What follows belongs to an exercise in optimizing a design on an open flow for small area; a production flow would make more cautious choices. No functional check of the RTL was part of any run shown here. Power and IR drop assume default switching activity.

## flow/remap.ys.in

```
# Re-map the combinational logic of the standard synthesis netlist for area.
# Registers, full/half adders and tie cells are kept as blackboxes, untouched.
read_liberty -ignore_miss_func -ignore_miss_dir @LIB@
read_verilog std_netlist.v
hierarchy -top @TOP@
blackbox @KEEP@
flatten
hierarchy -top @TOP@
opt_clean -purge
tee -o remap_pre.txt stat
abc -liberty @LIB@ -script flow/remap.abc -dont_use sky130_fd_sc_hd__lpflow_bleeder_1 -dont_use sky130_fd_sc_hd__lpflow_clkbufkapwr_1 -dont_use sky130_fd_sc_hd__lpflow_clkbufkapwr_16 -dont_use sky130_fd_sc_hd__lpflow_clkbufkapwr_2 -dont_use sky130_fd_sc_hd__lpflow_clkbufkapwr_4 -dont_use sky130_fd_sc_hd__lpflow_clkbufkapwr_8 -dont_use sky130_fd_sc_hd__lpflow_clkinvkapwr_1 -dont_use sky130_fd_sc_hd__lpflow_clkinvkapwr_16 -dont_use sky130_fd_sc_hd__lpflow_clkinvkapwr_2 -dont_use sky130_fd_sc_hd__lpflow_clkinvkapwr_4 -dont_use sky130_fd_sc_hd__lpflow_clkinvkapwr_8 -dont_use sky130_fd_sc_hd__lpflow_decapkapwr_12 -dont_use sky130_fd_sc_hd__lpflow_decapkapwr_3 -dont_use sky130_fd_sc_hd__lpflow_decapkapwr_4 -dont_use sky130_fd_sc_hd__lpflow_decapkapwr_6 -dont_use sky130_fd_sc_hd__lpflow_decapkapwr_8 -dont_use sky130_fd_sc_hd__lpflow_inputiso0n_1 -dont_use sky130_fd_sc_hd__lpflow_inputiso0p_1 -dont_use sky130_fd_sc_hd__lpflow_inputiso1n_1 -dont_use sky130_fd_sc_hd__lpflow_inputiso1p_1 -dont_use sky130_fd_sc_hd__lpflow_inputisolatch_1 -dont_use sky130_fd_sc_hd__lpflow_isobufsrc_1 -dont_use sky130_fd_sc_hd__lpflow_isobufsrc_16 -dont_use sky130_fd_sc_hd__lpflow_isobufsrc_2 -dont_use sky130_fd_sc_hd__lpflow_isobufsrc_4 -dont_use sky130_fd_sc_hd__lpflow_isobufsrc_8 -dont_use sky130_fd_sc_hd__lpflow_isobufsrckapwr_16 -dont_use sky130_fd_sc_hd__lpflow_lsbuf_lh_hl_isowell_tap_1 -dont_use sky130_fd_sc_hd__lpflow_lsbuf_lh_hl_isowell_tap_2 -dont_use sky130_fd_sc_hd__lpflow_lsbuf_lh_hl_isowell_tap_4 -dont_use sky130_fd_sc_hd__lpflow_lsbuf_lh_isowell_4 -dont_use sky130_fd_sc_hd__lpflow_lsbuf_lh_isowell_tap_1 -dont_use sky130_fd_sc_hd__lpflow_lsbuf_lh_isowell_tap_2 -dont_use sky130_fd_sc_hd__lpflow_lsbuf_lh_isowell_tap_4 -dont_use sky130_fd_sc_hd__probe_p_8 -dont_use sky130_fd_sc_hd__probec_p_8 
opt_clean -purge
hilomap -singleton -hicell sky130_fd_sc_hd__conb_1 HI -locell sky130_fd_sc_hd__conb_1 LO
rename -hide w:*.*
opt_clean -purge
tee -o remap_stat.txt stat -liberty @LIB@
write_verilog -noattr -nohex -nodec remap_netlist.v
```

## flow/run.sh

```bash
#!/bin/bash
# Standard synthesis, then the combinational logic re-mapped for area (registers,
# adder cells and tie cells untouched), then the standard layout with the
# smallest buffer on the ports. Each tool writes its log to a file here.
set -euo pipefail
export BUFFER_PORTS_ARGS="-buffer_cell sky130_fd_sc_hd__buf_1"
bash standard.sh synth > log_synth.log 2>&1
R=orfs/results/$FLOW_PLATFORM/pid_controller_param/base
LIB=$FLOW_HOME/platforms/$FLOW_PLATFORM/lib/sky130_fd_sc_hd__tt_025C_1v80.lib
cp $R/1_2_yosys.v std_netlist.v
KEEP=$(grep -oE "sky130_fd_sc_hd__(df|edf|sdf|dl|fa_|ha_|conb)[a-z0-9_]*" std_netlist.v | sort -u | tr '\n' ' ')
sed -e "s|@LIB@|$LIB|g" -e "s|@KEEP@|$KEEP|" -e "s|@TOP@|$FLOW_TOP|g" flow/remap.ys.in > remap.ys
yosys -l log_remap.log -s remap.ys > /dev/null
cp remap_netlist.v $R/1_2_yosys.v
rm -f $R/1_synth.odb $R/1_synth.sdc
bash standard.sh > log_flow.log 2>&1
```

## flow/remap.abc

```
&get -n
&st
&dch
&nf -R 1000
&put
```

## standard.sh

```bash
#!/bin/bash
# synth_recipe.tcl (not shown) runs the flow's synth.tcl, then flattens the netlist and writes it again
# the make line also repeats each setting of config.mk as NAME=value (left out here)
make -C /OpenROAD-flow-scripts/flow DESIGN_CONFIG=/design/flow/config.mk WORK_HOME=/design/flow/orfs CLKGATE_MAP_FILE= SYNTH_SCRIPT=/design/flow/synth_recipe.tcl "${@:-finish}"
```

## config.mk

```make
export PLATFORM = sky130hd
export DESIGN_NAME = pid_controller_param
export DESIGN_NICKNAME = pid_controller_param
export VERILOG_FILES = /design/flow/design.v
export SDC_FILE = /design/flow/constraint.sdc
export NUM_CORES = 4
export LEC_CHECK = 0
export ABC_AREA = 1
export CAP_MARGIN = 20
export CORE_MARGIN = 2
export CORE_UTILIZATION = 65
export CTS_BUF_LIST = sky130_fd_sc_hd__clkbuf_8
export SLEW_MARGIN = 20
export SYNTH_HIERARCHICAL = 1
```

## design.v

```verilog
package pid_pkg;
  localparam int DEF_DW   = 16;
  localparam int DEF_FRAC = 8;
  typedef enum logic [2:0] {
    ST_IDLE  = 3'd0,
    ST_ERR   = 3'd1,
    ST_MUL_P = 3'd2,
    ST_MUL_I = 3'd3,
    ST_MUL_D = 3'd4,
    ST_SUM   = 3'd5
  } state_t;
  typedef enum logic [1:0] {
    SAT_NONE = 2'b00,
    SAT_POS  = 2'b01,
    SAT_NEG  = 2'b10
  } sat_dir_t;
  function automatic logic [1:0] sat_dir(input logic sign_bit, input logic top_all_same);
    if (top_all_same) begin
      sat_dir = pid_pkg::SAT_NONE;
    end else if (sign_bit) begin
      sat_dir = pid_pkg::SAT_NEG;
    end else begin
      sat_dir = pid_pkg::SAT_POS;
    end
  endfunction
endpackage
module pid_sat #(
  parameter int IN_W  = 17,
  parameter int OUT_W = 16
) (
  input  logic signed [IN_W-1:0]  din,
  output logic signed [OUT_W-1:0] dout
);
  logic [IN_W-OUT_W:0] top;
  logic                top_same;
  always_comb begin
    top      = din[IN_W-1:OUT_W-1];
    top_same = (&top) | ~(|top);
    if (top_same) dout = din[OUT_W-1:0];
    else          dout = {din[IN_W-1], {(OUT_W-1){~din[IN_W-1]}}};
  end
endmodule
module pid_fa (
  input  logic a,
  input  logic b,
  input  logic c,
  output logic s,
  output logic co
);
  assign s  = a ^ b ^ c;
  assign co = (a & b) | (a & c) | (b & c);
endmodule
module pid_ha (
  input  logic a,
  input  logic b,
  output logic s,
  output logic co
);
  assign s  = a ^ b;
  assign co = a & b;
endmodule
module pid_controller_param #(
  parameter int DW   = pid_pkg::DEF_DW,
  parameter int FRAC = pid_pkg::DEF_FRAC,
  parameter int ACCW = 2*DW+4
) (
  input  logic                 clk,
  input  logic                 rst,
  input  logic                 en,
  input  logic                 clear,
  input  logic signed [DW-1:0] setpoint,
  input  logic signed [DW-1:0] feedback,
  input  logic signed [DW-1:0] kp,
  input  logic signed [DW-1:0] ki,
  input  logic signed [DW-1:0] kd,
  input  logic [ACCW-2:0]      int_limit,
  input  logic [15:0]          clk_times,
  output logic signed [DW-1:0] control_signal,
  output logic                 valid,
  output logic                 busy,
  output logic                 overrun
);
  logic [2:0]       st_q;
  logic [15:0]      cnt_q;
  logic [15:0]      e_q;       
  logic [15:0]      pe_q;      
  logic             pe_v;      
  logic [35:0]      acc_q;     
  logic             acc_c;     
  logic             acc_v;     
  logic [32:0]      t_q;       
  logic [15:0]      ctrl_q;
  logic             valid_q, overrun_q;
  logic s_idle, s_p, s_i, s_d, s_sum, tick;
  assign s_idle = ~st_q[2] & ~st_q[0];
  assign s_p    = st_q[1] & ~st_q[2];
  assign s_i    = st_q[2] & st_q[0];
  assign s_d    = st_q[1] & ~st_q[0];
  assign s_sum  = st_q[2] & ~st_q[1];
  logic [15:0] err_sat, de_sat;
  pid_sub u_sub_err (.a(setpoint), .b(feedback), .d(err_sat));
  pid_sub u_sub_de  (.a(e_q),      .b(pe_q),     .d(de_sat));
  logic [15:0] cnt_inc;
  pid_inc u_inc (.a(cnt_q), .y(cnt_inc));
  assign tick = en && (cnt_q == clk_times);
  logic [127:0] pp;
  logic [7:0]   ppn, neg;
  pid_booth u_booth (.kp(kp), .ki(ki), .kd(kd), .sel_p(~s_i & ~s_d & ~s_sum), .sel_i(s_i),
                     .sel_d(s_d), .e(e_q), .pp(pp), .ppn(ppn), .neg(neg));
  logic        xen, yen, xc;
  logic [35:0] xa;
  logic [32:0] yt;
  assign xen = (s_i | s_sum) & acc_v;
  assign yen = s_d | s_sum;
  assign xa  = acc_q & {36{xen}};
  assign xc  = acc_c & xen;
  assign yt  = t_q & {33{yen}};
  logic [36:0] ra, rb, sum;
  logic        clamp, csgn;
  pid_tree u_tree (.pp(pp), .ppn(ppn), .neg(neg), .xa(xa), .xc(xc), .yt(yt), .ra(ra), .rb(rb));
  pid_cpa  u_cpa  (.a(ra), .b(rb), .s(sum));
  pid_cmp  u_cmp  (.s(sum), .lim(int_limit), .clamp(clamp));
  assign csgn = sum[36];
  logic [15:0] out_sat;
  pid_sat #(.IN_W(28), .OUT_W(16)) u_sat_out (.din(sum[35:8]), .dout(out_sat));
  always_ff @(posedge clk or posedge rst) begin
    if (rst) begin
      st_q      <= 3'b000;
      cnt_q     <= '0;
      pe_v      <= 1'b0;
      acc_v     <= 1'b0;
      ctrl_q    <= '0;
      valid_q   <= 1'b0;
      overrun_q <= 1'b0;
    end else begin
      cnt_q     <= (!en || tick) ? 16'd0 : cnt_inc;
      valid_q   <= s_sum;
      overrun_q <= tick && !s_idle;
      if (s_idle) begin
        if (tick) st_q <= 3'b001;
      end else begin
        st_q <= {st_q[1:0], ~st_q[2]};
      end
      if (s_i) pe_v <= 1'b1;
      else if (clear) pe_v <= 1'b0;
      if (clear) acc_v <= 1'b0;
      else if (s_i) acc_v <= 1'b1;
      if (s_sum) ctrl_q <= out_sat;
    end
  end
  always_ff @(posedge clk) begin
    if (s_idle && tick) e_q <= err_sat;
    else if (s_i && !clear && pe_v) e_q <= de_sat;
    if (s_i) pe_q <= e_q;
    if (s_i) begin
      if (clamp) begin
        acc_q <= {csgn, int_limit ^ {35{csgn}}};
        acc_c <= csgn;
      end else begin
        acc_q <= sum[35:0];
        acc_c <= 1'b0;
      end
    end
    if (s_p || s_d) t_q <= sum[32:0];
  end
  assign control_signal = ctrl_q;
  assign valid          = valid_q;
  assign busy           = ~s_idle;
  assign overrun        = overrun_q;
endmodule
module pid_sub (
  input  logic [15:0] a,
  input  logic [15:0] b,
  output logic [15:0] d
);
  logic [16:0] r;
  logic [16:0] c;
  logic        c_unused;
  assign r[0] = a[0] ^ b[0];
  assign c[1] = a[0] | ~b[0];
  genvar k;
  generate
    for (k = 1; k < 16; k++) begin : g_bit
      pid_fa u_fa (.a(a[k]), .b(~b[k]), .c(c[k]), .s(r[k]), .co(c[k+1]));
    end
  endgenerate
  pid_fa u_top (.a(a[15]), .b(~b[15]), .c(c[16]), .s(r[16]), .co(c_unused));
  pid_sat #(.IN_W(17), .OUT_W(16)) u_sat (.din(r), .dout(d));
endmodule
module pid_inc (
  input  logic [15:0] a,
  output logic [15:0] y
);
  logic [16:0] c;
  assign y[0] = ~a[0];
  assign c[1] = a[0];
  genvar k;
  generate
    for (k = 1; k < 16; k++) begin : g_bit
      pid_ha u_ha (.a(a[k]), .b(c[k]), .s(y[k]), .co(c[k+1]));
    end
  endgenerate
endmodule
module pid_booth (
  input  logic [15:0]  kp,
  input  logic [15:0]  ki,
  input  logic [15:0]  kd,
  input  logic         sel_p,
  input  logic         sel_i,
  input  logic         sel_d,
  input  logic [15:0]  e,
  output logic [127:0] pp,
  output logic [7:0]   ppn,
  output logic [7:0]   neg
);
  logic [15:0] g;
  logic [16:0] ge;
  assign g  = (kp & {16{sel_p}}) | (ki & {16{sel_i}}) | (kd & {16{sel_d}});
  assign ge = {g, 1'b0};
  genvar i, j;
  generate
    for (i = 0; i < 8; i++) begin : g_row
      logic b2, b1, b0, one, two;
      assign b2 = e[2*i+1];
      assign b1 = e[2*i];
      if (i == 0) begin : g_lsb
        assign b0 = 1'b0;
      end else begin : g_mid
        assign b0 = e[2*i-1];
      end
      assign one    = b1 ^ b0;
      assign two    = (b2 & ~b1 & ~b0) | (~b2 & b1 & b0);
      assign neg[i] = b2;
      for (j = 0; j < 16; j++) begin : g_pp
        assign pp[16*i+j] = ((g[j] & one) | (ge[j] & two)) ^ b2;
      end
      assign ppn[i] = ~((g[15] & (one | two)) ^ b2);
    end
  endgenerate
endmodule
module pid_tree (
  input  logic [127:0] pp,
  input  logic [7:0]   ppn,
  input  logic [7:0]   neg,
  input  logic [35:0]  xa,
  input  logic         xc,
  input  logic [32:0]  yt,
  output logic [36:0]  ra,
  output logic [36:0]  rb
);
  logic s1, c2;
  pid_ha u_s1 (.a(neg[6]), .b(xa[12]), .s(s1), .co(c2));
  logic s3, c4;
  pid_ha u_s3 (.a(xa[13]), .b(yt[13]), .s(s3), .co(c4));
  logic s5, c6;
  pid_fa u_s5 (.a(neg[7]), .b(xa[14]), .c(yt[14]), .s(s5), .co(c6));
  logic s7, c8;
  pid_ha u_s7 (.a(pp[14]), .b(pp[28]), .s(s7), .co(c8));
  logic s9, c10;
  pid_fa u_s9 (.a(xa[15]), .b(yt[15]), .c(pp[15]), .s(s9), .co(c10));
  logic s11, c12;
  pid_ha u_s11 (.a(pp[29]), .b(pp[43]), .s(s11), .co(c12));
  logic s13, c14;
  assign s13 = ~(xa[16] ^ yt[16]);
  assign c14 = xa[16] | yt[16];
  logic s15, c16;
  pid_fa u_s15 (.a(ppn[0]), .b(pp[30]), .c(pp[44]), .s(s15), .co(c16));
  logic s17, c18;
  assign s17 = ~(xa[17] ^ yt[17]);
  assign c18 = xa[17] | yt[17];
  logic s19, c20;
  pid_ha u_s19 (.a(pp[31]), .b(pp[45]), .s(s19), .co(c20));
  logic s21, c22;
  pid_fa u_s21 (.a(xa[18]), .b(yt[18]), .c(ppn[1]), .s(s21), .co(c22));
  logic s23;
  assign s23 = ~xa[19];
  logic s24, c25;
  pid_ha u_s24 (.a(neg[3]), .b(xa[6]), .s(s24), .co(c25));
  logic s26, c27;
  pid_ha u_s26 (.a(xa[7]), .b(yt[7]), .s(s26), .co(c27));
  logic s28, c29;
  pid_fa u_s28 (.a(neg[4]), .b(xa[8]), .c(yt[8]), .s(s28), .co(c29));
  logic s30, c31;
  pid_ha u_s30 (.a(pp[8]), .b(pp[22]), .s(s30), .co(c31));
  logic s32, c33;
  pid_fa u_s32 (.a(xa[9]), .b(yt[9]), .c(pp[9]), .s(s32), .co(c33));
  logic s34, c35;
  pid_ha u_s34 (.a(pp[23]), .b(pp[37]), .s(s34), .co(c35));
  logic s36, c37;
  pid_fa u_s36 (.a(neg[5]), .b(xa[10]), .c(yt[10]), .s(s36), .co(c37));
  logic s38, c39;
  pid_fa u_s38 (.a(pp[10]), .b(pp[24]), .c(pp[38]), .s(s38), .co(c39));
  logic s40, c41;
  pid_ha u_s40 (.a(pp[52]), .b(pp[66]), .s(s40), .co(c41));
  logic s42, c43;
  pid_fa u_s42 (.a(xa[11]), .b(yt[11]), .c(pp[11]), .s(s42), .co(c43));
  logic s44, c45;
  pid_fa u_s44 (.a(pp[25]), .b(pp[39]), .c(pp[53]), .s(s44), .co(c45));
  logic s46, c47;
  pid_ha u_s46 (.a(pp[67]), .b(pp[81]), .s(s46), .co(c47));
  logic s48, c49;
  pid_fa u_s48 (.a(yt[12]), .b(s1), .c(pp[12]), .s(s48), .co(c49));
  logic s50, c51;
  pid_fa u_s50 (.a(pp[26]), .b(pp[40]), .c(pp[54]), .s(s50), .co(c51));
  logic s52, c53;
  pid_fa u_s52 (.a(pp[68]), .b(pp[82]), .c(pp[96]), .s(s52), .co(c53));
  logic s54, c55;
  pid_fa u_s54 (.a(c2), .b(s3), .c(pp[13]), .s(s54), .co(c55));
  logic s56, c57;
  pid_fa u_s56 (.a(pp[27]), .b(pp[41]), .c(pp[55]), .s(s56), .co(c57));
  logic s58, c59;
  pid_fa u_s58 (.a(pp[69]), .b(pp[83]), .c(pp[97]), .s(s58), .co(c59));
  logic s60, c61;
  pid_fa u_s60 (.a(c4), .b(s5), .c(pp[42]), .s(s60), .co(c61));
  logic s62, c63;
  pid_fa u_s62 (.a(pp[56]), .b(pp[70]), .c(pp[84]), .s(s62), .co(c63));
  logic s64, c65;
  pid_fa u_s64 (.a(pp[98]), .b(pp[112]), .c(s7), .s(s64), .co(c65));
  logic s66, c67;
  pid_fa u_s66 (.a(c6), .b(pp[57]), .c(pp[71]), .s(s66), .co(c67));
  logic s68, c69;
  pid_fa u_s68 (.a(pp[85]), .b(pp[99]), .c(pp[113]), .s(s68), .co(c69));
  logic s70, c71;
  pid_fa u_s70 (.a(c8), .b(s11), .c(s9), .s(s70), .co(c71));
  logic s72, c73;
  pid_fa u_s72 (.a(s13), .b(pp[58]), .c(pp[72]), .s(s72), .co(c73));
  logic s74, c75;
  pid_fa u_s74 (.a(pp[86]), .b(pp[100]), .c(pp[114]), .s(s74), .co(c75));
  logic s76, c77;
  pid_fa u_s76 (.a(c12), .b(c10), .c(s15), .s(s76), .co(c77));
  logic s78, c79;
  pid_fa u_s78 (.a(c14), .b(s17), .c(pp[59]), .s(s78), .co(c79));
  logic s80, c81;
  pid_fa u_s80 (.a(pp[73]), .b(pp[87]), .c(pp[101]), .s(s80), .co(c81));
  logic s82, c83;
  pid_fa u_s82 (.a(pp[115]), .b(s19), .c(c16), .s(s82), .co(c83));
  logic s84, c85;
  pid_fa u_s84 (.a(c18), .b(pp[46]), .c(pp[60]), .s(s84), .co(c85));
  logic s86, c87;
  pid_fa u_s86 (.a(pp[74]), .b(pp[88]), .c(pp[102]), .s(s86), .co(c87));
  logic s88, c89;
  pid_fa u_s88 (.a(pp[116]), .b(c20), .c(s21), .s(s88), .co(c89));
  logic s90, c91;
  pid_fa u_s90 (.a(yt[19]), .b(s23), .c(pp[47]), .s(s90), .co(c91));
  logic s92, c93;
  pid_fa u_s92 (.a(pp[61]), .b(pp[75]), .c(pp[89]), .s(s92), .co(c93));
  logic s94, c95;
  pid_fa u_s94 (.a(pp[103]), .b(pp[117]), .c(c22), .s(s94), .co(c95));
  logic s96, c97;
  pid_fa u_s96 (.a(xa[20]), .b(yt[20]), .c(xa[19]), .s(s96), .co(c97));
  logic s98, c99;
  pid_fa u_s98 (.a(ppn[2]), .b(pp[62]), .c(pp[76]), .s(s98), .co(c99));
  logic s100, c101;
  pid_fa u_s100 (.a(pp[90]), .b(pp[104]), .c(pp[118]), .s(s100), .co(c101));
  logic s102, c103;
  assign s102 = ~(xa[21] ^ yt[21]);
  assign c103 = xa[21] | yt[21];
  logic s104, c105;
  pid_fa u_s104 (.a(pp[63]), .b(pp[77]), .c(pp[91]), .s(s104), .co(c105));
  logic s106, c107;
  pid_ha u_s106 (.a(pp[105]), .b(pp[119]), .s(s106), .co(c107));
  logic s108, c109;
  pid_fa u_s108 (.a(xa[22]), .b(yt[22]), .c(ppn[3]), .s(s108), .co(c109));
  logic s110, c111;
  pid_fa u_s110 (.a(pp[78]), .b(pp[92]), .c(pp[106]), .s(s110), .co(c111));
  logic s112, c113;
  assign s112 = ~(xa[23] ^ yt[23]);
  assign c113 = xa[23] | yt[23];
  logic s114, c115;
  pid_ha u_s114 (.a(pp[79]), .b(pp[93]), .s(s114), .co(c115));
  logic s116, c117;
  pid_fa u_s116 (.a(xa[24]), .b(yt[24]), .c(ppn[4]), .s(s116), .co(c117));
  logic s118;
  assign s118 = ~xa[25];
  logic s119, c120;
  pid_ha u_s119 (.a(neg[0]), .b(xa[0]), .s(s119), .co(c120));
  logic s121, c122;
  pid_ha u_s121 (.a(neg[1]), .b(xa[2]), .s(s121), .co(c122));
  logic s123, c124;
  pid_ha u_s123 (.a(xa[3]), .b(yt[3]), .s(s123), .co(c124));
  logic s125, c126;
  pid_fa u_s125 (.a(neg[2]), .b(xa[4]), .c(yt[4]), .s(s125), .co(c126));
  logic s127, c128;
  pid_ha u_s127 (.a(pp[4]), .b(pp[18]), .s(s127), .co(c128));
  logic s129, c130;
  pid_fa u_s129 (.a(xa[5]), .b(yt[5]), .c(pp[5]), .s(s129), .co(c130));
  logic s131, c132;
  pid_ha u_s131 (.a(pp[19]), .b(pp[33]), .s(s131), .co(c132));
  logic s133, c134;
  pid_fa u_s133 (.a(yt[6]), .b(s24), .c(pp[6]), .s(s133), .co(c134));
  logic s135, c136;
  pid_fa u_s135 (.a(pp[20]), .b(pp[34]), .c(pp[48]), .s(s135), .co(c136));
  logic s137, c138;
  pid_fa u_s137 (.a(c25), .b(s26), .c(pp[7]), .s(s137), .co(c138));
  logic s139, c140;
  pid_fa u_s139 (.a(pp[21]), .b(pp[35]), .c(pp[49]), .s(s139), .co(c140));
  logic s141, c142;
  pid_fa u_s141 (.a(c27), .b(s28), .c(pp[36]), .s(s141), .co(c142));
  logic s143, c144;
  pid_fa u_s143 (.a(pp[50]), .b(pp[64]), .c(s30), .s(s143), .co(c144));
  logic s145, c146;
  pid_fa u_s145 (.a(c29), .b(pp[51]), .c(pp[65]), .s(s145), .co(c146));
  logic s147, c148;
  pid_fa u_s147 (.a(c31), .b(s34), .c(s32), .s(s147), .co(c148));
  logic s149, c150;
  pid_fa u_s149 (.a(s36), .b(pp[80]), .c(c35), .s(s149), .co(c150));
  logic s151, c152;
  pid_fa u_s151 (.a(s40), .b(c33), .c(s38), .s(s151), .co(c152));
  logic s153, c154;
  pid_fa u_s153 (.a(c37), .b(c41), .c(s46), .s(s153), .co(c154));
  logic s155, c156;
  pid_fa u_s155 (.a(c39), .b(s42), .c(s44), .s(s155), .co(c156));
  logic s157, c158;
  pid_fa u_s157 (.a(c47), .b(c43), .c(c45), .s(s157), .co(c158));
  logic s159, c160;
  pid_fa u_s159 (.a(s48), .b(s50), .c(s52), .s(s159), .co(c160));
  logic s161, c162;
  pid_fa u_s161 (.a(c49), .b(c51), .c(c53), .s(s161), .co(c162));
  logic s163, c164;
  pid_fa u_s163 (.a(s54), .b(s56), .c(s58), .s(s163), .co(c164));
  logic s165, c166;
  pid_fa u_s165 (.a(c55), .b(c57), .c(c59), .s(s165), .co(c166));
  logic s167, c168;
  pid_fa u_s167 (.a(s60), .b(s62), .c(s64), .s(s167), .co(c168));
  logic s169, c170;
  pid_fa u_s169 (.a(c61), .b(c63), .c(s66), .s(s169), .co(c170));
  logic s171, c172;
  pid_fa u_s171 (.a(s68), .b(c65), .c(s70), .s(s171), .co(c172));
  logic s173, c174;
  pid_fa u_s173 (.a(c67), .b(c69), .c(s72), .s(s173), .co(c174));
  logic s175, c176;
  pid_fa u_s175 (.a(s74), .b(c71), .c(s76), .s(s175), .co(c176));
  logic s177, c178;
  pid_fa u_s177 (.a(c73), .b(c75), .c(s78), .s(s177), .co(c178));
  logic s179, c180;
  pid_fa u_s179 (.a(s80), .b(c77), .c(s82), .s(s179), .co(c180));
  logic s181, c182;
  pid_fa u_s181 (.a(c79), .b(c81), .c(s84), .s(s181), .co(c182));
  logic s183, c184;
  pid_fa u_s183 (.a(s86), .b(c83), .c(s88), .s(s183), .co(c184));
  logic s185, c186;
  pid_fa u_s185 (.a(c85), .b(c87), .c(s90), .s(s185), .co(c186));
  logic s187, c188;
  pid_fa u_s187 (.a(s92), .b(c89), .c(s94), .s(s187), .co(c188));
  logic s189, c190;
  pid_fa u_s189 (.a(s96), .b(c91), .c(c93), .s(s189), .co(c190));
  logic s191, c192;
  pid_fa u_s191 (.a(s98), .b(s100), .c(c95), .s(s191), .co(c192));
  logic s193, c194;
  pid_fa u_s193 (.a(s102), .b(c97), .c(s106), .s(s193), .co(c194));
  logic s195, c196;
  pid_fa u_s195 (.a(c99), .b(c101), .c(s104), .s(s195), .co(c196));
  logic s197, c198;
  pid_fa u_s197 (.a(c103), .b(pp[120]), .c(c107), .s(s197), .co(c198));
  logic s199, c200;
  pid_fa u_s199 (.a(c105), .b(s108), .c(s110), .s(s199), .co(c200));
  logic s201, c202;
  pid_fa u_s201 (.a(s112), .b(pp[107]), .c(pp[121]), .s(s201), .co(c202));
  logic s203, c204;
  pid_fa u_s203 (.a(s114), .b(c109), .c(c111), .s(s203), .co(c204));
  logic s205, c206;
  pid_fa u_s205 (.a(c113), .b(pp[94]), .c(pp[108]), .s(s205), .co(c206));
  logic s207, c208;
  pid_fa u_s207 (.a(pp[122]), .b(c115), .c(s116), .s(s207), .co(c208));
  logic s209, c210;
  pid_fa u_s209 (.a(yt[25]), .b(s118), .c(pp[95]), .s(s209), .co(c210));
  logic s211, c212;
  pid_fa u_s211 (.a(pp[109]), .b(pp[123]), .c(c117), .s(s211), .co(c212));
  logic s213, c214;
  pid_fa u_s213 (.a(xa[26]), .b(yt[26]), .c(xa[25]), .s(s213), .co(c214));
  logic s215, c216;
  pid_fa u_s215 (.a(ppn[5]), .b(pp[110]), .c(pp[124]), .s(s215), .co(c216));
  logic s217, c218;
  assign s217 = ~(xa[27] ^ yt[27]);
  assign c218 = xa[27] | yt[27];
  logic s219, c220;
  pid_ha u_s219 (.a(pp[111]), .b(pp[125]), .s(s219), .co(c220));
  logic s221, c222;
  pid_fa u_s221 (.a(xa[28]), .b(yt[28]), .c(ppn[6]), .s(s221), .co(c222));
  logic s223;
  assign s223 = ~xa[29];
  logic s224, c225;
  pid_ha u_s224 (.a(xc), .b(yt[0]), .s(s224), .co(c225));
  logic s226, c227;
  pid_fa u_s226 (.a(xa[1]), .b(yt[1]), .c(c120), .s(s226), .co(c227));
  logic s228, c229;
  pid_fa u_s228 (.a(yt[2]), .b(s121), .c(pp[2]), .s(s228), .co(c229));
  logic s230, c231;
  pid_fa u_s230 (.a(c122), .b(s123), .c(pp[3]), .s(s230), .co(c231));
  logic s232, c233;
  pid_fa u_s232 (.a(c124), .b(s125), .c(pp[32]), .s(s232), .co(c233));
  logic s234, c235;
  pid_fa u_s234 (.a(c126), .b(c128), .c(s131), .s(s234), .co(c235));
  logic s236, c237;
  pid_fa u_s236 (.a(c132), .b(c130), .c(s133), .s(s236), .co(c237));
  logic s238, c239;
  pid_fa u_s238 (.a(c134), .b(c136), .c(s137), .s(s238), .co(c239));
  logic s240, c241;
  pid_fa u_s240 (.a(c138), .b(c140), .c(s141), .s(s240), .co(c241));
  logic s242, c243;
  pid_fa u_s242 (.a(c142), .b(s145), .c(c144), .s(s242), .co(c243));
  logic s244, c245;
  pid_fa u_s244 (.a(c146), .b(s149), .c(c148), .s(s244), .co(c245));
  logic s246, c247;
  pid_fa u_s246 (.a(c150), .b(s153), .c(c152), .s(s246), .co(c247));
  logic s248, c249;
  pid_fa u_s248 (.a(c154), .b(c156), .c(s157), .s(s248), .co(c249));
  logic s250, c251;
  pid_fa u_s250 (.a(c158), .b(c160), .c(s161), .s(s250), .co(c251));
  logic s252, c253;
  pid_fa u_s252 (.a(c162), .b(c164), .c(s165), .s(s252), .co(c253));
  logic s254, c255;
  pid_fa u_s254 (.a(c166), .b(s169), .c(c168), .s(s254), .co(c255));
  logic s256, c257;
  pid_fa u_s256 (.a(c170), .b(s173), .c(c172), .s(s256), .co(c257));
  logic s258, c259;
  pid_fa u_s258 (.a(c174), .b(s177), .c(c176), .s(s258), .co(c259));
  logic s260, c261;
  pid_fa u_s260 (.a(c178), .b(s181), .c(c180), .s(s260), .co(c261));
  logic s262, c263;
  pid_fa u_s262 (.a(c182), .b(s185), .c(c184), .s(s262), .co(c263));
  logic s264, c265;
  pid_fa u_s264 (.a(c186), .b(s189), .c(c188), .s(s264), .co(c265));
  logic s266, c267;
  pid_fa u_s266 (.a(s193), .b(c190), .c(s195), .s(s266), .co(c267));
  logic s268, c269;
  pid_fa u_s268 (.a(c194), .b(s197), .c(c196), .s(s268), .co(c269));
  logic s270, c271;
  pid_fa u_s270 (.a(s201), .b(c198), .c(c200), .s(s270), .co(c271));
  logic s272, c273;
  pid_fa u_s272 (.a(c202), .b(s205), .c(c204), .s(s272), .co(c273));
  logic s274, c275;
  pid_fa u_s274 (.a(c206), .b(s209), .c(c208), .s(s274), .co(c275));
  logic s276, c277;
  pid_fa u_s276 (.a(s213), .b(c210), .c(s215), .s(s276), .co(c277));
  logic s278, c279;
  pid_fa u_s278 (.a(s217), .b(c214), .c(s219), .s(s278), .co(c279));
  logic s280, c281;
  pid_fa u_s280 (.a(c218), .b(pp[126]), .c(c220), .s(s280), .co(c281));
  logic s282, c283;
  pid_fa u_s282 (.a(yt[29]), .b(s223), .c(pp[127]), .s(s282), .co(c283));
  logic s284, c285;
  pid_fa u_s284 (.a(xa[30]), .b(yt[30]), .c(xa[29]), .s(s284), .co(c285));
  logic s286;
  assign s286 = ~xa[31];
  logic s287, c288;
  pid_ha u_s287 (.a(s224), .b(s119), .s(s287), .co(c288));
  logic s289, c290;
  pid_fa u_s289 (.a(c225), .b(s226), .c(pp[1]), .s(s289), .co(c290));
  logic s291, c292;
  pid_fa u_s291 (.a(c227), .b(pp[16]), .c(s228), .s(s291), .co(c292));
  logic s293, c294;
  pid_fa u_s293 (.a(pp[17]), .b(c229), .c(s230), .s(s293), .co(c294));
  logic s295, c296;
  pid_fa u_s295 (.a(s127), .b(c231), .c(s232), .s(s295), .co(c296));
  logic s297, c298;
  pid_fa u_s297 (.a(c233), .b(s129), .c(s234), .s(s297), .co(c298));
  logic s299, c300;
  pid_fa u_s299 (.a(s135), .b(c235), .c(s236), .s(s299), .co(c300));
  logic s301, c302;
  pid_fa u_s301 (.a(s139), .b(c237), .c(s238), .s(s301), .co(c302));
  logic s303, c304;
  pid_fa u_s303 (.a(s143), .b(c239), .c(s240), .s(s303), .co(c304));
  logic s305, c306;
  pid_fa u_s305 (.a(c241), .b(s147), .c(s242), .s(s305), .co(c306));
  logic s307, c308;
  pid_fa u_s307 (.a(s151), .b(c243), .c(s244), .s(s307), .co(c308));
  logic s309, c310;
  pid_fa u_s309 (.a(s155), .b(c245), .c(s246), .s(s309), .co(c310));
  logic s311, c312;
  pid_fa u_s311 (.a(s159), .b(c247), .c(s248), .s(s311), .co(c312));
  logic s313, c314;
  pid_fa u_s313 (.a(s163), .b(c249), .c(s250), .s(s313), .co(c314));
  logic s315, c316;
  pid_fa u_s315 (.a(s167), .b(c251), .c(s252), .s(s315), .co(c316));
  logic s317, c318;
  pid_fa u_s317 (.a(c253), .b(s171), .c(s254), .s(s317), .co(c318));
  logic s319, c320;
  pid_fa u_s319 (.a(s175), .b(c255), .c(s256), .s(s319), .co(c320));
  logic s321, c322;
  pid_fa u_s321 (.a(s179), .b(c257), .c(s258), .s(s321), .co(c322));
  logic s323, c324;
  pid_fa u_s323 (.a(s183), .b(c259), .c(s260), .s(s323), .co(c324));
  logic s325, c326;
  pid_fa u_s325 (.a(s187), .b(c261), .c(s262), .s(s325), .co(c326));
  logic s327, c328;
  pid_fa u_s327 (.a(s191), .b(c263), .c(s264), .s(s327), .co(c328));
  logic s329, c330;
  pid_fa u_s329 (.a(c192), .b(s266), .c(c265), .s(s329), .co(c330));
  logic s331, c332;
  pid_fa u_s331 (.a(s199), .b(c267), .c(s268), .s(s331), .co(c332));
  logic s333, c334;
  pid_fa u_s333 (.a(s203), .b(c269), .c(s270), .s(s333), .co(c334));
  logic s335, c336;
  pid_fa u_s335 (.a(s207), .b(c271), .c(s272), .s(s335), .co(c336));
  logic s337, c338;
  pid_fa u_s337 (.a(s211), .b(c273), .c(s274), .s(s337), .co(c338));
  logic s339, c340;
  pid_fa u_s339 (.a(c212), .b(s276), .c(c275), .s(s339), .co(c340));
  logic s341, c342;
  pid_fa u_s341 (.a(c216), .b(s278), .c(c277), .s(s341), .co(c342));
  logic s343, c344;
  pid_fa u_s343 (.a(s221), .b(c279), .c(s280), .s(s343), .co(c344));
  logic s345, c346;
  pid_fa u_s345 (.a(c222), .b(s282), .c(c281), .s(s345), .co(c346));
  logic s347, c348;
  pid_fa u_s347 (.a(s284), .b(ppn[7]), .c(c283), .s(s347), .co(c348));
  logic s349, c350;
  pid_fa u_s349 (.a(yt[31]), .b(s286), .c(c285), .s(s349), .co(c350));
  logic s351, c352;
  pid_fa u_s351 (.a(xa[32]), .b(~yt[32]), .c(xa[31]), .s(s351), .co(c352));
  logic s353;
  assign s353 = ~xa[33];
  logic s354;
  assign s354 = ~xa[34];
  assign ra = {1'b1, ~xa[35], xa[33], s353, s351, s349, s347, c344, s343, s341, c338, c336, c334, c332, s331, c328, c326, c324, c322, c320, c318, c316, c314, c312, c310, c308, c306, c304, c302, c300, c298, c296, c294, c292, c290, c288, s287};
  assign rb = {1'b0, xa[34], s354, c352, c350, c348, c346, s345, c342, c340, s339, s337, s335, s333, c330, s329, s327, s325, s323, s321, s319, s317, s315, s313, s311, s309, s307, s305, s303, s301, s299, s297, s295, s293, s291, s289, pp[0]};
endmodule
module pid_cpa (
  input  logic [36:0] a,
  input  logic [36:0] b,
  output logic [36:0] s
);
  logic [36:0] p, g;
  pid_ha u_pg0 (.a(a[0]), .b(b[0]), .s(p[0]), .co(g[0]));
  pid_ha u_pg1 (.a(a[1]), .b(b[1]), .s(p[1]), .co(g[1]));
  pid_ha u_pg2 (.a(a[2]), .b(b[2]), .s(p[2]), .co(g[2]));
  pid_ha u_pg3 (.a(a[3]), .b(b[3]), .s(p[3]), .co(g[3]));
  pid_ha u_pg4 (.a(a[4]), .b(b[4]), .s(p[4]), .co(g[4]));
  pid_ha u_pg5 (.a(a[5]), .b(b[5]), .s(p[5]), .co(g[5]));
  pid_ha u_pg6 (.a(a[6]), .b(b[6]), .s(p[6]), .co(g[6]));
  pid_ha u_pg7 (.a(a[7]), .b(b[7]), .s(p[7]), .co(g[7]));
  pid_ha u_pg8 (.a(a[8]), .b(b[8]), .s(p[8]), .co(g[8]));
  pid_ha u_pg9 (.a(a[9]), .b(b[9]), .s(p[9]), .co(g[9]));
  pid_ha u_pg10 (.a(a[10]), .b(b[10]), .s(p[10]), .co(g[10]));
  pid_ha u_pg11 (.a(a[11]), .b(b[11]), .s(p[11]), .co(g[11]));
  pid_ha u_pg12 (.a(a[12]), .b(b[12]), .s(p[12]), .co(g[12]));
  pid_ha u_pg13 (.a(a[13]), .b(b[13]), .s(p[13]), .co(g[13]));
  pid_ha u_pg14 (.a(a[14]), .b(b[14]), .s(p[14]), .co(g[14]));
  pid_ha u_pg15 (.a(a[15]), .b(b[15]), .s(p[15]), .co(g[15]));
  pid_ha u_pg16 (.a(a[16]), .b(b[16]), .s(p[16]), .co(g[16]));
  pid_ha u_pg17 (.a(a[17]), .b(b[17]), .s(p[17]), .co(g[17]));
  pid_ha u_pg18 (.a(a[18]), .b(b[18]), .s(p[18]), .co(g[18]));
  pid_ha u_pg19 (.a(a[19]), .b(b[19]), .s(p[19]), .co(g[19]));
  pid_ha u_pg20 (.a(a[20]), .b(b[20]), .s(p[20]), .co(g[20]));
  pid_ha u_pg21 (.a(a[21]), .b(b[21]), .s(p[21]), .co(g[21]));
  pid_ha u_pg22 (.a(a[22]), .b(b[22]), .s(p[22]), .co(g[22]));
  pid_ha u_pg23 (.a(a[23]), .b(b[23]), .s(p[23]), .co(g[23]));
  pid_ha u_pg24 (.a(a[24]), .b(b[24]), .s(p[24]), .co(g[24]));
  pid_ha u_pg25 (.a(a[25]), .b(b[25]), .s(p[25]), .co(g[25]));
  pid_ha u_pg26 (.a(a[26]), .b(b[26]), .s(p[26]), .co(g[26]));
  pid_ha u_pg27 (.a(a[27]), .b(b[27]), .s(p[27]), .co(g[27]));
  pid_ha u_pg28 (.a(a[28]), .b(b[28]), .s(p[28]), .co(g[28]));
  pid_ha u_pg29 (.a(a[29]), .b(b[29]), .s(p[29]), .co(g[29]));
  pid_ha u_pg30 (.a(a[30]), .b(b[30]), .s(p[30]), .co(g[30]));
  pid_ha u_pg31 (.a(a[31]), .b(b[31]), .s(p[31]), .co(g[31]));
  pid_ha u_pg32 (.a(a[32]), .b(b[32]), .s(p[32]), .co(g[32]));
  pid_ha u_pg33 (.a(a[33]), .b(b[33]), .s(p[33]), .co(g[33]));
  pid_ha u_pg34 (.a(a[34]), .b(b[34]), .s(p[34]), .co(g[34]));
  pid_ha u_pg35 (.a(a[35]), .b(b[35]), .s(p[35]), .co(g[35]));
  assign p[36] = a[36];
  assign g[36] = 1'b0;
  wire bg355 = g[1] | (p[1] & g[0]);
  wire bp356 = p[1] & p[0];
  wire bg357 = g[3] | (p[3] & g[2]);
  wire bp358 = p[3] & p[2];
  wire bg359 = g[5] | (p[5] & g[4]);
  wire bp360 = p[5] & p[4];
  wire bg361 = g[7] | (p[7] & g[6]);
  wire bp362 = p[7] & p[6];
  wire bg363 = g[9] | (p[9] & g[8]);
  wire bp364 = p[9] & p[8];
  wire bg365 = g[11] | (p[11] & g[10]);
  wire bp366 = p[11] & p[10];
  wire bg367 = g[13] | (p[13] & g[12]);
  wire bp368 = p[13] & p[12];
  wire bg369 = g[15] | (p[15] & g[14]);
  wire bp370 = p[15] & p[14];
  wire bg371 = g[17] | (p[17] & g[16]);
  wire bp372 = p[17] & p[16];
  wire bg373 = g[19] | (p[19] & g[18]);
  wire bp374 = p[19] & p[18];
  wire bg375 = g[21] | (p[21] & g[20]);
  wire bp376 = p[21] & p[20];
  wire bg377 = g[23] | (p[23] & g[22]);
  wire bp378 = p[23] & p[22];
  wire bg379 = g[25] | (p[25] & g[24]);
  wire bp380 = p[25] & p[24];
  wire bg381 = g[27] | (p[27] & g[26]);
  wire bp382 = p[27] & p[26];
  wire bg383 = g[29] | (p[29] & g[28]);
  wire bp384 = p[29] & p[28];
  wire bg385 = g[31] | (p[31] & g[30]);
  wire bp386 = p[31] & p[30];
  wire bg387 = g[33] | (p[33] & g[32]);
  wire bp388 = p[33] & p[32];
  wire bg389 = g[35] | (p[35] & g[34]);
  wire bp390 = p[35] & p[34];
  wire bg391 = bg357 | (bp358 & bg355);
  wire bp392 = bp358 & bp356;
  wire bg393 = bg361 | (bp362 & bg359);
  wire bp394 = bp362 & bp360;
  wire bg395 = bg365 | (bp366 & bg363);
  wire bp396 = bp366 & bp364;
  wire bg397 = bg369 | (bp370 & bg367);
  wire bp398 = bp370 & bp368;
  wire bg399 = bg373 | (bp374 & bg371);
  wire bp400 = bp374 & bp372;
  wire bg401 = bg377 | (bp378 & bg375);
  wire bp402 = bp378 & bp376;
  wire bg403 = bg381 | (bp382 & bg379);
  wire bp404 = bp382 & bp380;
  wire bg405 = bg385 | (bp386 & bg383);
  wire bp406 = bp386 & bp384;
  wire bg407 = bg389 | (bp390 & bg387);
  wire bp408 = bp390 & bp388;
  wire bg409 = bg393 | (bp394 & bg391);
  wire bp410 = bp394 & bp392;
  wire bg411 = bg397 | (bp398 & bg395);
  wire bp412 = bp398 & bp396;
  wire bg413 = bg401 | (bp402 & bg399);
  wire bp414 = bp402 & bp400;
  wire bg415 = bg405 | (bp406 & bg403);
  wire bp416 = bp406 & bp404;
  wire bg417 = bg411 | (bp412 & bg409);
  wire bp418 = bp412 & bp410;
  wire bg419 = bg415 | (bp416 & bg413);
  wire bp420 = bp416 & bp414;
  wire bg421 = bg419 | (bp420 & bg417);
  wire bp422 = bp420 & bp418;
  wire bg423 = bg413 | (bp414 & bg417);
  wire bp424 = bp414 & bp418;
  wire bg425 = bg395 | (bp396 & bg409);
  wire bp426 = bp396 & bp410;
  wire bg427 = bg399 | (bp400 & bg417);
  wire bp428 = bp400 & bp418;
  wire bg429 = bg403 | (bp404 & bg423);
  wire bp430 = bp404 & bp424;
  wire bg431 = bg407 | (bp408 & bg421);
  wire bp432 = bp408 & bp422;
  wire bg433 = bg359 | (bp360 & bg391);
  wire bp434 = bp360 & bp392;
  wire bg435 = bg363 | (bp364 & bg409);
  wire bp436 = bp364 & bp410;
  wire bg437 = bg367 | (bp368 & bg425);
  wire bp438 = bp368 & bp426;
  wire bg439 = bg371 | (bp372 & bg417);
  wire bp440 = bp372 & bp418;
  wire bg441 = bg375 | (bp376 & bg427);
  wire bp442 = bp376 & bp428;
  wire bg443 = bg379 | (bp380 & bg423);
  wire bp444 = bp380 & bp424;
  wire bg445 = bg383 | (bp384 & bg429);
  wire bp446 = bp384 & bp430;
  wire bg447 = bg387 | (bp388 & bg421);
  wire bp448 = bp388 & bp422;
  wire bg449 = g[2] | (p[2] & bg355);
  wire bp450 = p[2] & bp356;
  wire bg451 = g[4] | (p[4] & bg391);
  wire bp452 = p[4] & bp392;
  wire bg453 = g[6] | (p[6] & bg433);
  wire bp454 = p[6] & bp434;
  wire bg455 = g[8] | (p[8] & bg409);
  wire bp456 = p[8] & bp410;
  wire bg457 = g[10] | (p[10] & bg435);
  wire bp458 = p[10] & bp436;
  wire bg459 = g[12] | (p[12] & bg425);
  wire bp460 = p[12] & bp426;
  wire bg461 = g[14] | (p[14] & bg437);
  wire bp462 = p[14] & bp438;
  wire bg463 = g[16] | (p[16] & bg417);
  wire bp464 = p[16] & bp418;
  wire bg465 = g[18] | (p[18] & bg439);
  wire bp466 = p[18] & bp440;
  wire bg467 = g[20] | (p[20] & bg427);
  wire bp468 = p[20] & bp428;
  wire bg469 = g[22] | (p[22] & bg441);
  wire bp470 = p[22] & bp442;
  wire bg471 = g[24] | (p[24] & bg423);
  wire bp472 = p[24] & bp424;
  wire bg473 = g[26] | (p[26] & bg443);
  wire bp474 = p[26] & bp444;
  wire bg475 = g[28] | (p[28] & bg429);
  wire bp476 = p[28] & bp430;
  wire bg477 = g[30] | (p[30] & bg445);
  wire bp478 = p[30] & bp446;
  wire bg479 = g[32] | (p[32] & bg421);
  wire bp480 = p[32] & bp422;
  wire bg481 = g[34] | (p[34] & bg447);
  wire bp482 = p[34] & bp448;
  wire bg483 = g[36] | (p[36] & bg431);
  wire bp484 = p[36] & bp432;
  assign s[0] = p[0];
  assign s[1] = p[1] ^ g[0];
  assign s[2] = p[2] ^ bg355;
  assign s[3] = p[3] ^ bg449;
  assign s[4] = p[4] ^ bg391;
  assign s[5] = p[5] ^ bg451;
  assign s[6] = p[6] ^ bg433;
  assign s[7] = p[7] ^ bg453;
  assign s[8] = p[8] ^ bg409;
  assign s[9] = p[9] ^ bg455;
  assign s[10] = p[10] ^ bg435;
  assign s[11] = p[11] ^ bg457;
  assign s[12] = p[12] ^ bg425;
  assign s[13] = p[13] ^ bg459;
  assign s[14] = p[14] ^ bg437;
  assign s[15] = p[15] ^ bg461;
  assign s[16] = p[16] ^ bg417;
  assign s[17] = p[17] ^ bg463;
  assign s[18] = p[18] ^ bg439;
  assign s[19] = p[19] ^ bg465;
  assign s[20] = p[20] ^ bg427;
  assign s[21] = p[21] ^ bg467;
  assign s[22] = p[22] ^ bg441;
  assign s[23] = p[23] ^ bg469;
  assign s[24] = p[24] ^ bg423;
  assign s[25] = p[25] ^ bg471;
  assign s[26] = p[26] ^ bg443;
  assign s[27] = p[27] ^ bg473;
  assign s[28] = p[28] ^ bg429;
  assign s[29] = p[29] ^ bg475;
  assign s[30] = p[30] ^ bg445;
  assign s[31] = p[31] ^ bg477;
  assign s[32] = p[32] ^ bg421;
  assign s[33] = p[33] ^ bg479;
  assign s[34] = p[34] ^ bg447;
  assign s[35] = p[35] ^ bg481;
  assign s[36] = p[36] ^ bg431;
endmodule
module pid_cmp (
  input  logic [36:0] s,
  input  logic [34:0] lim,
  output logic clamp
);
  logic [35:0] m;
  assign m = s[35:0] ^ {36{s[36]}};
  wire kg0 = m[0] & ~lim[0];
  wire kp0 = m[0] | ~lim[0];
  wire kg1 = m[1] & ~lim[1];
  wire kp1 = m[1] | ~lim[1];
  wire kg2 = m[2] & ~lim[2];
  wire kp2 = m[2] | ~lim[2];
  wire kg3 = m[3] & ~lim[3];
  wire kp3 = m[3] | ~lim[3];
  wire kg4 = m[4] & ~lim[4];
  wire kp4 = m[4] | ~lim[4];
  wire kg5 = m[5] & ~lim[5];
  wire kp5 = m[5] | ~lim[5];
  wire kg6 = m[6] & ~lim[6];
  wire kp6 = m[6] | ~lim[6];
  wire kg7 = m[7] & ~lim[7];
  wire kp7 = m[7] | ~lim[7];
  wire kg8 = m[8] & ~lim[8];
  wire kp8 = m[8] | ~lim[8];
  wire kg9 = m[9] & ~lim[9];
  wire kp9 = m[9] | ~lim[9];
  wire kg10 = m[10] & ~lim[10];
  wire kp10 = m[10] | ~lim[10];
  wire kg11 = m[11] & ~lim[11];
  wire kp11 = m[11] | ~lim[11];
  wire kg12 = m[12] & ~lim[12];
  wire kp12 = m[12] | ~lim[12];
  wire kg13 = m[13] & ~lim[13];
  wire kp13 = m[13] | ~lim[13];
  wire kg14 = m[14] & ~lim[14];
  wire kp14 = m[14] | ~lim[14];
  wire kg15 = m[15] & ~lim[15];
  wire kp15 = m[15] | ~lim[15];
  wire kg16 = m[16] & ~lim[16];
  wire kp16 = m[16] | ~lim[16];
  wire kg17 = m[17] & ~lim[17];
  wire kp17 = m[17] | ~lim[17];
  wire kg18 = m[18] & ~lim[18];
  wire kp18 = m[18] | ~lim[18];
  wire kg19 = m[19] & ~lim[19];
  wire kp19 = m[19] | ~lim[19];
  wire kg20 = m[20] & ~lim[20];
  wire kp20 = m[20] | ~lim[20];
  wire kg21 = m[21] & ~lim[21];
  wire kp21 = m[21] | ~lim[21];
  wire kg22 = m[22] & ~lim[22];
  wire kp22 = m[22] | ~lim[22];
  wire kg23 = m[23] & ~lim[23];
  wire kp23 = m[23] | ~lim[23];
  wire kg24 = m[24] & ~lim[24];
  wire kp24 = m[24] | ~lim[24];
  wire kg25 = m[25] & ~lim[25];
  wire kp25 = m[25] | ~lim[25];
  wire kg26 = m[26] & ~lim[26];
  wire kp26 = m[26] | ~lim[26];
  wire kg27 = m[27] & ~lim[27];
  wire kp27 = m[27] | ~lim[27];
  wire kg28 = m[28] & ~lim[28];
  wire kp28 = m[28] | ~lim[28];
  wire kg29 = m[29] & ~lim[29];
  wire kp29 = m[29] | ~lim[29];
  wire kg30 = m[30] & ~lim[30];
  wire kp30 = m[30] | ~lim[30];
  wire kg31 = m[31] & ~lim[31];
  wire kp31 = m[31] | ~lim[31];
  wire kg32 = m[32] & ~lim[32];
  wire kp32 = m[32] | ~lim[32];
  wire kg33 = m[33] & ~lim[33];
  wire kp33 = m[33] | ~lim[33];
  wire kg34 = m[34] & ~lim[34];
  wire kp34 = m[34] | ~lim[34];
  wire kg485 = kg0 | (kp0 & s[36]);
  wire kp486 = kp0 & 1'b1;
  wire kg487 = kg2 | (kp2 & kg1);
  wire kp488 = kp2 & kp1;
  wire kg489 = kg4 | (kp4 & kg3);
  wire kp490 = kp4 & kp3;
  wire kg491 = kg6 | (kp6 & kg5);
  wire kp492 = kp6 & kp5;
  wire kg493 = kg8 | (kp8 & kg7);
  wire kp494 = kp8 & kp7;
  wire kg495 = kg10 | (kp10 & kg9);
  wire kp496 = kp10 & kp9;
  wire kg497 = kg12 | (kp12 & kg11);
  wire kp498 = kp12 & kp11;
  wire kg499 = kg14 | (kp14 & kg13);
  wire kp500 = kp14 & kp13;
  wire kg501 = kg16 | (kp16 & kg15);
  wire kp502 = kp16 & kp15;
  wire kg503 = kg18 | (kp18 & kg17);
  wire kp504 = kp18 & kp17;
  wire kg505 = kg20 | (kp20 & kg19);
  wire kp506 = kp20 & kp19;
  wire kg507 = kg22 | (kp22 & kg21);
  wire kp508 = kp22 & kp21;
  wire kg509 = kg24 | (kp24 & kg23);
  wire kp510 = kp24 & kp23;
  wire kg511 = kg26 | (kp26 & kg25);
  wire kp512 = kp26 & kp25;
  wire kg513 = kg28 | (kp28 & kg27);
  wire kp514 = kp28 & kp27;
  wire kg515 = kg30 | (kp30 & kg29);
  wire kp516 = kp30 & kp29;
  wire kg517 = kg32 | (kp32 & kg31);
  wire kp518 = kp32 & kp31;
  wire kg519 = kg34 | (kp34 & kg33);
  wire kp520 = kp34 & kp33;
  wire kg521 = kg487 | (kp488 & kg485);
  wire kp522 = kp488 & kp486;
  wire kg523 = kg491 | (kp492 & kg489);
  wire kp524 = kp492 & kp490;
  wire kg525 = kg495 | (kp496 & kg493);
  wire kp526 = kp496 & kp494;
  wire kg527 = kg499 | (kp500 & kg497);
  wire kp528 = kp500 & kp498;
  wire kg529 = kg503 | (kp504 & kg501);
  wire kp530 = kp504 & kp502;
  wire kg531 = kg507 | (kp508 & kg505);
  wire kp532 = kp508 & kp506;
  wire kg533 = kg511 | (kp512 & kg509);
  wire kp534 = kp512 & kp510;
  wire kg535 = kg515 | (kp516 & kg513);
  wire kp536 = kp516 & kp514;
  wire kg537 = kg519 | (kp520 & kg517);
  wire kp538 = kp520 & kp518;
  wire kg539 = kg523 | (kp524 & kg521);
  wire kp540 = kp524 & kp522;
  wire kg541 = kg527 | (kp528 & kg525);
  wire kp542 = kp528 & kp526;
  wire kg543 = kg531 | (kp532 & kg529);
  wire kp544 = kp532 & kp530;
  wire kg545 = kg535 | (kp536 & kg533);
  wire kp546 = kp536 & kp534;
  wire kg547 = m[35] | (1'b1 & kg537);
  wire kp548 = 1'b1 & kp538;
  wire kg549 = kg541 | (kp542 & kg539);
  wire kp550 = kp542 & kp540;
  wire kg551 = kg545 | (kp546 & kg543);
  wire kp552 = kp546 & kp544;
  wire kg553 = kg551 | (kp552 & kg549);
  wire kp554 = kp552 & kp550;
  wire kg555 = kg547 | (kp548 & kg553);
  wire kp556 = kp548 & kp554;
  assign clamp = kg555;
endmodule
```

## constraint.sdc

```tcl
create_clock -name core_clock -period 13.5 [get_ports {clk}]
set_input_delay 2.7000 -clock core_clock [delete_from_list [all_inputs] [get_ports {clk}]]
set_output_delay 2.7000 -clock core_clock [all_outputs]
set_load 0.01 [all_outputs]
```

==> results of run 1 <==
## final timing paths
kind	slack, ns	depth (start not counted)	endpoint
max in group asynchronous	10.78	3	st_q[2]
setup reg to reg	2.93	34	acc_q[2]
hold reg to reg	0.50	2	pe_v
hold / removal	0.50	2	pe_v
setup / recovery	1.90	32	acc_q[2]
min in group asynchronous	2.30	3	ctrl_q[10]
## registers in the layout (all words and copies together) (netlist names)
signal     cells
acc_q         36
t_q           33
cnt_q         16
ctrl_q        16
e_q           16
pe_q          16
st_q           3
acc_c          1
acc_v          1
overrun_q      1
pe_v           1
valid_q        1
## per-layer routing
| layer | vias up | global-route usage | share of wire |
|---|---|---|---|
| met2 | 476 | 0.576 | 0.51 |
| met4 | 0 | 0.143 | 0.040 |
| met5 | - | 0 | 0 |
| met1 | 5866 | 0.427 | 0.39 |
| met3 | 104 | 0.0540 | 0.062 |
| li1 | 5488 | - | - |
## stage by stage
step	worst slack, ns	instances	area (um2)	util
detailed placement	1.52	1893	16200	0.720
floorplan	0.635	1410	14900	-
finish	1.90	1927	16700	0.738
CTS	1.96	1925	16600	0.738
global placement	1.78	1893	16200	0.720
global route	1.23	1927	16700	0.738
## area by class of cell
type                       instances  area (um2)  area share
multi-input combinational       1205       10700       0.642
tap                              285         357      0.0214
clock inverter                    14         159     0.00954
inverter                          64         240      0.0144
antenna                            2        5.00    0.000300
sequential                       141        4040       0.242
clock buffer                      18         248      0.0149
timing repair buffer             198         925      0.0555
## critical path: cells and delay by family
family                     cells  cell delay [ns]
adders and majority gates      6             2.69
buffers and inverters          4             1.19
AOI/OAI and AO/OA             17             3.77
xor gates and xnor gates       3             1.18
and+or+nand+nor                2             0.22
## report_power, final
group	internal (W)	total, W	switching [W]
clock network	0.000174	0.000370	0.000196
logic	0.000474	0.00120	0.000722
registers	0.000544	0.000558	0.0000140
## layout by cell type (no fill, tap or decap), drive strengths merged, types with 15 or more instances in the layout
master / count
xnor2: 93
clkbuf: 18
dfrtp: 39
o22ai: 117
xor2: 124
nor2: 95
and3: 15
ha: 101
a21oi: 120
fa: 180
mux2i: 24
o21ai: 61
nand2: 111
a211oi: 18
a22o: 17
and2: 54
buf: 198
edfxtp: 102
nand4: 15
clkinv: 66
==> impl_metrics.json, run 1 <==
{
  "status": "timing/DRC/antenna clean",
  "critical_path_class": "in -> reg",
  "min-delay-start": "pe_v",
  "final_nets": 2043,
  "rsz0062_at_grt": "false",
  "die_area_um2": 24200,
  "cp_slowest_cell": "xor2_4",
  "cp.required_ns": 13.69,
  "hold_viol_final": 0,
  "finalCritPeriodShare": 0.859,
  "maxCapViolations": 0,
  "routed_wl_um": 38400,
  "fin_hold_ws_ns": 0.499,
  "post_cts_resized": 0,
  "drtAntennaViolNets": 0,
  "port_buffers": 153,
  "cts_tree": "built",
  "gr-total-overflow": 0,
  "tns_ns": 0,
  "clk_pin_slew_ns": 0.09,
  "die-width_um": 155,
  "clock_skew_ns": 0.0258,
  "ios": 154,
  "post_cts.repair.setup_buffers": 0,
  "gp_congestion": 0.925,
  "via_per_inst": 6.19,
  "grt_pass1_vias": 12100,
  "clockBufferDepth": 2,
  "crit_arrival_ns": 11.79,
  "ir_drop_v": 0.000220,
  "cts.sinks": 141,
  "timing.rr.start": "st_q[2]",
  "initial_utilization": 0.660,
  "power.density_nw_per_um2": 127,
  "drive_gt1_frac": 0.0524,
  "cts-root-buf": "clkbuf_8",
  "min_path_type": "reg -> reg",
  "die_h_um": 155,
  "grt_max_degree": 70,
  "drt-pass1-iter-count": 5,
  "hpwl_um": 29300,
  "grt_pass1_wl_um": 62900,
  "clk_latency_ns": 0.48,
  "htree_levels": 4,
  "layout_min_cycle_time_ns": 11.60,
  "cp-start-kind": "primary input",
  "power.leakage_nw": 6.58,
  "dr_total_vias": 11900,
  "core_um2": 22600,
  "crit_path_max_fanout": 69,
  "slew_viol_final": 0,
  "relSlewSlack": 0.337,
  "drc": 0,
  "finalPower_w": 0.00212,
  "synthesis.area_um2": 14900,
  "antenna_found_initial": 2,
  "synth_warnings": 9,
  "end_kind": "register",
  "holdBufCountCts": 0,
  "cts_buffers": 17,
  "fillers": 1657,
  "startpoint": "kd[14]",
  "crit_path_max_incr_delay_ns": 0.80,
  "drt-initial-drc-count": 839,
  "crit_top_cell": "fa_1",
  "area_growth_pct": 11.8,
  "fmaxAchievable_mhz": 86.2,
  "setup_violations": 0,
  "syn_nets": 1826,
  "avgSynthCellArea_um2": 10.6,
  "num_rows": 55,
  "synthesis.instances": 1410,
  "tightest_slew_ns": 0.995,
  "post_drt_wl_per_cell_um": 19.9,
  "grtUsageTotal": 0.336
}
==> inputs of run 2 (changes only) <==
--- a/config.mk
+++ b/config.mk
@@ -6,9 +6,9 @@
 export NUM_CORES = 4
 export LEC_CHECK = 0
 export ABC_AREA = 1
-export CAP_MARGIN = 20
+export CAP_MARGIN = 0
 export CORE_MARGIN = 2
-export CORE_UTILIZATION = 65
+export CORE_UTILIZATION = 40
 export CTS_BUF_LIST = sky130_fd_sc_hd__clkbuf_8
-export SLEW_MARGIN = 20
+export SLEW_MARGIN = 0
 export SYNTH_HIERARCHICAL = 1
==> run 2 against run 1 <==
Against the previous run: still clean on timing, DRC and antenna; area after synthesis is the same; critical path depth fell by 1; core utilization shrank 28 points; cell area up 1.5%; total power increased by 2.7%; clock skew fell by 0.0093 ns; cell count rose by 9.4%; clock power up 2%; sequential share of layout area is 0.35 points lower; critical endpoint is now acc_q[4].
==> impl_metrics.json, run 2 <==
{
  "status": "timing/DRC/antenna clean",
  "synth_warnings": 9,
  "critical_path_class": "in -> reg",
  "synthesis.area_um2": 14900,
  "whs_path_depth": 1,
  "min-delay-start": "ctrl_q[15]",
  "clk_latency_ns": 0.51,
  "r2r_cells": 31,
  "crit_path_max_incr_delay_ns": 0.65,
  "hold_end": "ctrl_q[15]",
  "largest_register_ffs": 36,
  "tns_ns": 0,
  "final_cells": 2108,
  "slew_viol_final": 0,
  "drive_gt1_frac": 0.0543,
  "via_per_inst": 5.56,
  "grt_max_degree": 70,
  "cts.sinks": 141,
  "r2r_setup_slack_ns": 3.02,
  "htree_levels": 4,
  "drc": 0,
  "gr-total-overflow": 0,
  "post_cts_resized": 0,
  "setup_slack_ns": 1.91,
  "power.leakage_nw": 6.59,
  "avgSynthCellArea_um2": 10.6,
  "hpwl_um": 31200,
  "initial_utilization": 0.406,
  "clk_pin_slew_ns": 0.10,
  "area_growth_pct": 13.4,
  "dr_total_vias": 11700,
  "timing.rr.start": "e_q[1]",
  "rsz0062_at_grt": "false",
  "grt_pass1_vias": 12000,
  "core_um2": 36700,
  "top_register": "acc_q",
  "grt_pass1_wl_um": 67200,
  "drt-initial-drc-count": 883,
  "fin_hold_ws_ns": 0.507,
  "tightest_slew_ns": 1.33,
  "cp.required_ns": 13.73,
  "timing.rr.end": "acc_q[4]",
  "final_util": 0.461,
  "post_cts.repair.setup_buffers": 0,
  "routed_wl_um": 41800,
  "crit_top_cell": "fa_1",
  "antenna_cells": 0,
  "cts_tree": "built",
  "top_regs": "acc_q (36), t_q (33)",
  "drt-pass1-iter-count": 5,
  "drtAntennaViolNets": 0,
  "layout_commonest_cell": "fa_1",
  "synthesis.instances": 1410,
  "crit_arrival_ns": 11.82,
  "maxCapViolations": 0,
  "cp_slowest_cell": "a2111oi_0",
  "cts_buffers": 17,
  "finalCritPeriodShare": 0.859,
  "crit_path_max_fanout": 69,
  "final_nets": 2043,
  "setup_violations": 0,
  "ios": 154,
  "relSlewSlack": 0.116,
  "min_path_type": "reg -> reg",
  "syn_nets": 1826,
  "die_h_um": 197,
  "cts-root-buf": "clkbuf_8",
  "antenna_found_initial": 0,
  "grtUsageTotal": 0.227,
  "end_kind": "register",
  "power.density_nw_per_um2": 129,
  "crit_buf_inv": 3,
  "die-width_um": 197,
  "layout_min_cycle_time_ns": 11.59,
  "cp-start-kind": "primary input",
  "clock_skew_ns": 0.0164,
  "final_cell_mix": "fa_1 (180), buf_1 (153), xor2_1 (123)",
  "port_buffers": 153,
  "place_ws_ns": 1.48,
  "hold_viol_final": 0,
  "clockBufferDepth": 2,
  "die_area_um2": 38800,
  "placed_cells": 2076,
  "crit_family": "compound AO/OA/AOI/OAI gates",
  "num_rows": 70,
  "fmaxAchievable_mhz": 86.3,
  "gp_congestion": 0.928,
  "post_drt_wl_per_cell_um": 19.8,
  "ir_drop_v": 0.000100,
  "holdBufCountCts": 0
}
[run 2: worst reg2reg max path: cells and delay by family, from the launching register on]
family	cells	cell delay, ns
xor gates and xnor gates	3	0.84
buffers and inverters	3	1.31
AOI/OAI and AO/OA	14	4.55
and+or+nand+nor	5	0.51
DFF	1	0.35
adders and majority gates	6	2.67
[run 2: routing by layer]
layer	wire (um)	GRT usage	up-vias
met4	783	0.0668	0
met1	18900	0.320	5722
met3	2900	0.0488	58
met2	19200	0.352	461
li1	-	-	5472
met5	0	0	-
[run 2: where the power goes]
| group | leakage (nW) | internal (W) | switching [W] | total, W |
|---|---|---|---|---|
| clock | 0.213 | 0.000159 | 0.000219 | 0.000378 |
| sequential | 1.43 | 0.000544 | 0.0000134 | 0.000557 |
| combinational | 4.95 | 0.000482 | 0.000763 | 0.00124 |
| total | 6.59 | 0.00118 | 0.000995 | 0.00218 |
[run 2: worst max path at each step]
stage | from | end | slack, ns | cells after the start
after CTS | ki[14] | acc_q[4] | 2.01 | 31
after global placement | ki[14] | acc_q[17] | 1.71 | 31
final | ki[14] | acc_q[4] | 1.91 | 31
after floorplan | kd[15] | acc_q[0] | 0.64 | 28
after global routing | kd[14] | acc_q[11] | 1.43 | 31
after detailed placement | ki[14] | acc_q[4] | 1.48 | 31
[run 2: stage by stage]
stage | area [um2] | total power (W)
floorplan | 14900 | 0.00143
global placement | 16500 | 0.00178
detailed placement | 16500 | 0.00180
CTS | 16900 | 0.00219
global route | 16900 | 0.00234
finish | 16900 | 0.00218
[run 2: cell type report]
type	instances	area, um2
clock buffers	17	234
clock inverters	15	196
fillers	3449	19800
inverters	64	240
multi-input cells	1205	10700
flip-flops and latches	141	4040
well taps	468	586
repair buffers	198	912

## re-timing with driven ports
No port has a modelled driver above. Below, the same layouts with a new extraction and two added sets of constraints. Step 1 assumes that a clkbuf_16 drives the clock port and a buf_2 every other input. Step 2 adds t to the input delays and takes it off the output delays; t is the mean of the earliest and latest rising clock arrival at the registers after step 1. Input paths then give back, and output paths get back, about the clock's delay inside the block. Three values: no drivers, after step 1, after step 2; two values: the first two.
| run | shift t [ns] | setup WS [ns] | worst setup path after step 2 | worst register clock-pin slew, ns |
|---|---|---|---|---|
| run 1 | 0.509 | 1.905 / 1.927 / 1.418 | input to register | 0.10 / 0.10 |
| run 2 | 0.548 | 1.909 / 1.938 / 1.389 | input to register | 0.11 / 0.11 |
After both steps setup and hold are still met in every run listed. The setup slack of run 2, which loses most, moves by +0.029 ns with the drivers and by -0.520 ns with both steps.
